Source: an optimization exercise on an open RTL-to-GDS flow (aim: small area). Production flows keep margins and buffers that such runs may drop.
The RTL was checked by simulation tests, not by an equivalence proof against the original design.
Power and IR drop assume default switching activity. No driver is modelled on the clock port, so clocking that relies on it looks cheaper here than on a real chip.

## reg_file
module reg_file
(
  input  logic      clk,
  input  logic      rst,
  input  rv32_pkg::reg_addr_t rs1,
  input  rv32_pkg::reg_addr_t rs2,
  input  rv32_pkg::reg_addr_t rsw,
  input  rv32_pkg::word_t     data_in,
  input  logic      RegWEn,
  output rv32_pkg::word_t     data_out_1,
  output rv32_pkg::word_t     data_out_2
);
  logic [rv32_pkg::NREGS-1:1][rv32_pkg::XLEN-1:0] regs_q;
  logic [rv32_pkg::NREGS-1:1][rv32_pkg::XLEN-1:0] regs_d;
  logic [rv32_pkg::NREGS-1:1]                     valid_q;
  logic [rv32_pkg::NREGS-1:1]                     wen;
  logic [rv32_pkg::NREGS-1:1]                     wen_n;
  always_comb begin
    for (int i = 1; i < rv32_pkg::NREGS; i++)
      wen[i] = RegWEn && (rsw == rv32_pkg::reg_addr_t'(i));
  end
  assign wen_n = ~wen;
  always_ff @(posedge clk or posedge rst) begin
    if (rst) valid_q <= '0;
    else     valid_q <= valid_q | wen;
  end
  for (genvar i = 1; i < rv32_pkg::NREGS; i++) begin : g_reg
    for (genvar b = 0; b < rv32_pkg::XLEN; b++) begin : g_bit
      rf_wmux u_wmux (
        .we   (wen[i]),
        .we_n (wen_n[i]),
        .d    (data_in[b]),
        .q    (regs_q[i][b]),
        .y    (regs_d[i][b])
      );
    end
  end
  always_ff @(posedge clk) begin
    regs_q <= regs_d;
  end
  reg_file_rdport u_rdport_1 (
    .addr  (rs1),
    .valid (valid_q),
    .regs  (regs_q),
    .data  (data_out_1)
  );
  reg_file_rdport u_rdport_2 (
    .addr  (rs2),
    .valid (valid_q),
    .regs  (regs_q),
    .data  (data_out_2)
  );
endmodule
Settings: LEC_CHECK=0, CAP_MARGIN=20, CORE_MARGIN=2, CORE_UTILIZATION=40, SLEW_MARGIN=20, SYNTH_HIERARCHICAL=1, SYNTH_MINIMUM_KEEP_SIZE=0; clock period 8.0 ns.
run.sh (not shown) runs the stock make flow with config.mk's settings and CLKGATE_MAP_FILE= SYNTH_SCRIPT=/design/flow/synth_recipe.tcl, a recipe that flattens the netlist after the stock synthesis.
The starting point passed the timing, DRC and antenna checks.
Rerun with:
==> flow/flow/run.sh (new file) <==
#!/bin/bash
# The standard ORFS layout (standard.sh), with two changes made through ORFS's
# own variables:
#  - port buffers are the smallest buffer instead of ORFS's default choice;
#  - clock tree synthesis clusters more sinks per buffer and inserts no dummy
#    loads.
# Synthesis, floorplan, power grid, tap cells, placement and routing are the
# standard flow's. Each tool's output goes to orfs/logs (ORFS's own logs) and
# the make output to flow_make.log in this folder.
set -euo pipefail
cd "$(dirname "$0")/.."
export BUFFER_PORTS_ARGS="-buffer_cell sky130_fd_sc_hd__buf_1"
export CTS_ARGS="-sink_clustering_enable -repair_clock_nets -dont_use_dummy_load -sink_clustering_size 28 -sink_clustering_max_diameter 80"
bash standard.sh > flow_make.log 2>&1
==> flow/standard.sh (new file) <==
#!/bin/bash
# synth_recipe.tcl (not shown) runs the flow's synth.tcl, then flattens the netlist and writes it again
# the make line also repeats each setting of config.mk as NAME=value (left out here)
make -C /OpenROAD-flow-scripts/flow DESIGN_CONFIG=/design/flow/config.mk WORK_HOME=/design/flow/orfs CLKGATE_MAP_FILE= SYNTH_SCRIPT=/design/flow/synth_recipe.tcl "${@:-finish}"
- CAP_MARGIN: 20 -> 10
- SLEW_MARGIN: 20 -> 10
removed: flow/run.sh
After rerunning:
- count of clock-buffer cells in the layout drops by 110
- final cell count fell by 5.0%
- clock power went down by 48%
- global-route usage is about the same
- design area falls by 8.5%


reg_file again, from the RTL that the note above started with.
==> flow/config.mk <==
export PLATFORM = sky130hd
export DESIGN_NAME = reg_file
export DESIGN_NICKNAME = reg_file
export VERILOG_FILES = /design/flow/design.v
export SDC_FILE = /design/flow/constraint.sdc
export NUM_CORES = 4
export LEC_CHECK = 0
export CAP_MARGIN = 15
export CORE_MARGIN = 2
export CORE_UTILIZATION = 40
export SLEW_MARGIN = 15
export SYNTH_HIERARCHICAL = 1
export SYNTH_MINIMUM_KEEP_SIZE = 0
==> flow/constraint.sdc <==
create_clock -name core_clock -period 8.0 [get_ports {clk}]
set_input_delay 1.6000 -clock core_clock [delete_from_list [all_inputs] [get_ports {clk}]]
set_output_delay 1.6000 -clock core_clock [all_outputs]
set_load 0.01 [all_outputs]
standard.sh (not shown) runs the stock make flow with config.mk's settings and CLKGATE_MAP_FILE= SYNTH_SCRIPT=/design/flow/synth_recipe.tcl, a recipe that flattens the netlist after the stock synthesis.
==> flow/flow/run.sh <==
#!/bin/bash
# The standard ORFS layout (standard.sh), with two changes made through ORFS's
# own variables:
#  - port buffers are the smallest buffer instead of ORFS's default choice;
#  - clock tree synthesis clusters more sinks per buffer and inserts no dummy
#    loads.
# Synthesis, floorplan, power grid, tap cells, placement and routing are the
# standard flow's. Each tool's output goes to orfs/logs (ORFS's own logs) and
# the make output to flow_make.log in this folder.
set -euo pipefail
cd "$(dirname "$0")/.."
export BUFFER_PORTS_ARGS="-buffer_cell sky130_fd_sc_hd__buf_1"
export CTS_ARGS="-sink_clustering_enable -repair_clock_nets -dont_use_dummy_load -sink_clustering_size 20 -sink_clustering_max_diameter 60"
bash standard.sh > flow_make.log 2>&1
Rerun with:
--- a/flow/flow/run.sh
+++ b/flow/flow/run.sh
@@ -13 +13 @@
-export CTS_ARGS="-sink_clustering_enable -repair_clock_nets -dont_use_dummy_load -sink_clustering_size 20 -sink_clustering_max_diameter 60"
+export CTS_ARGS="-sink_clustering_enable -repair_clock_nets -dont_use_dummy_load -sink_clustering_size 30 -sink_clustering_max_diameter 100"
CAP_MARGIN = 0   (was 15)
CORE_UTILIZATION = 45   (was 40)
SLEW_MARGIN = 0   (was 15)
Outcome: The changed run finished but fails on max-capacitance violations, max-slew violations; cell count fell by 2.5%; combinational power stays flat; flip-flop and latch count stays the same; hold slack is better by 19 ps; clock skew stays the same; sequential share of layout area rose by 0.77 points.
Rerun with:
--- a/flow/flow/run.sh
+++ b/flow/flow/run.sh
@@ -13 +13 @@
-export CTS_ARGS="-sink_clustering_enable -repair_clock_nets -dont_use_dummy_load -sink_clustering_size 30 -sink_clustering_max_diameter 100"
+export CTS_ARGS="-sink_clustering_enable -repair_clock_nets -dont_use_dummy_load -sink_clustering_size 25 -sink_clustering_max_diameter 70"
CAP_MARGIN = 10   (was 0)
CORE_UTILIZATION = 40   (was 45)
SLEW_MARGIN = 10   (was 0)
What happened: The changed run passed the timing, DRC and antenna checks; sequential share of layout area barely changes; via count is lower by about 5%; sequential power hardly moves; combinational power hardly moves; setup slack loses 380 ps; total power is higher by about 2%.
Rerun with:
CAP_MARGIN = 15   (was 10)
SLEW_MARGIN = 15   (was 10)
Result: Final area hardly moves. Routed wire length hardly moves. Maximum frequency rose by 3.7%. Power rose by 0.41%. Via count barely changes. Worst hold slack gets better by 10 ps. Sequential share of layout area fell by 0.10 points.

==> separate check: timing with driven ports <==
The results above use ideal ports. As a check the final layouts listed here were re-extracted and re-timed, cells and wires unchanged. Step 1 assumes that a clkbuf_16 drives the clock port and a buf_2 every other input. Step 2, shift: input delay + t, output delay - t, t = (earliest + latest rising clock arrival at the registers) / 2. This alone moves slack from input paths to output paths. Three values: ideal ports, drivers, drivers and shift; two values: the first two.
run	t, ns	setup WS [ns]	clock arrival spread, ns	worst register clock-pin slew, ns
the first run of note 1	0.759	0.891 / 0.749 / 0.749	0.038 / 0.038	0.07 / 0.07
the second run of note 1	0.716	1.551 / 1.512 / 1.512	0.075 / 0.075	0.11 / 0.11
the first run of note 2	0.723	1.225 / 1.191 / 1.191	0.074 / 0.074	0.09 / 0.09
the second run of note 2	0.701	1.646 / 1.579 / 1.579	0.046 / 0.045	0.12 / 0.12
the third run of note 2	0.724	1.269 / 1.231 / 1.231	0.060 / 0.060	0.10 / 0.10
the fourth run of note 2	0.714	1.512 / 1.480 / 1.480	0.100 / 0.101	0.11 / 0.11
For the first run of note 1, which loses most, drivers alone change the setup slack by -0.142 ns; drivers and shift together by -0.142 ns.
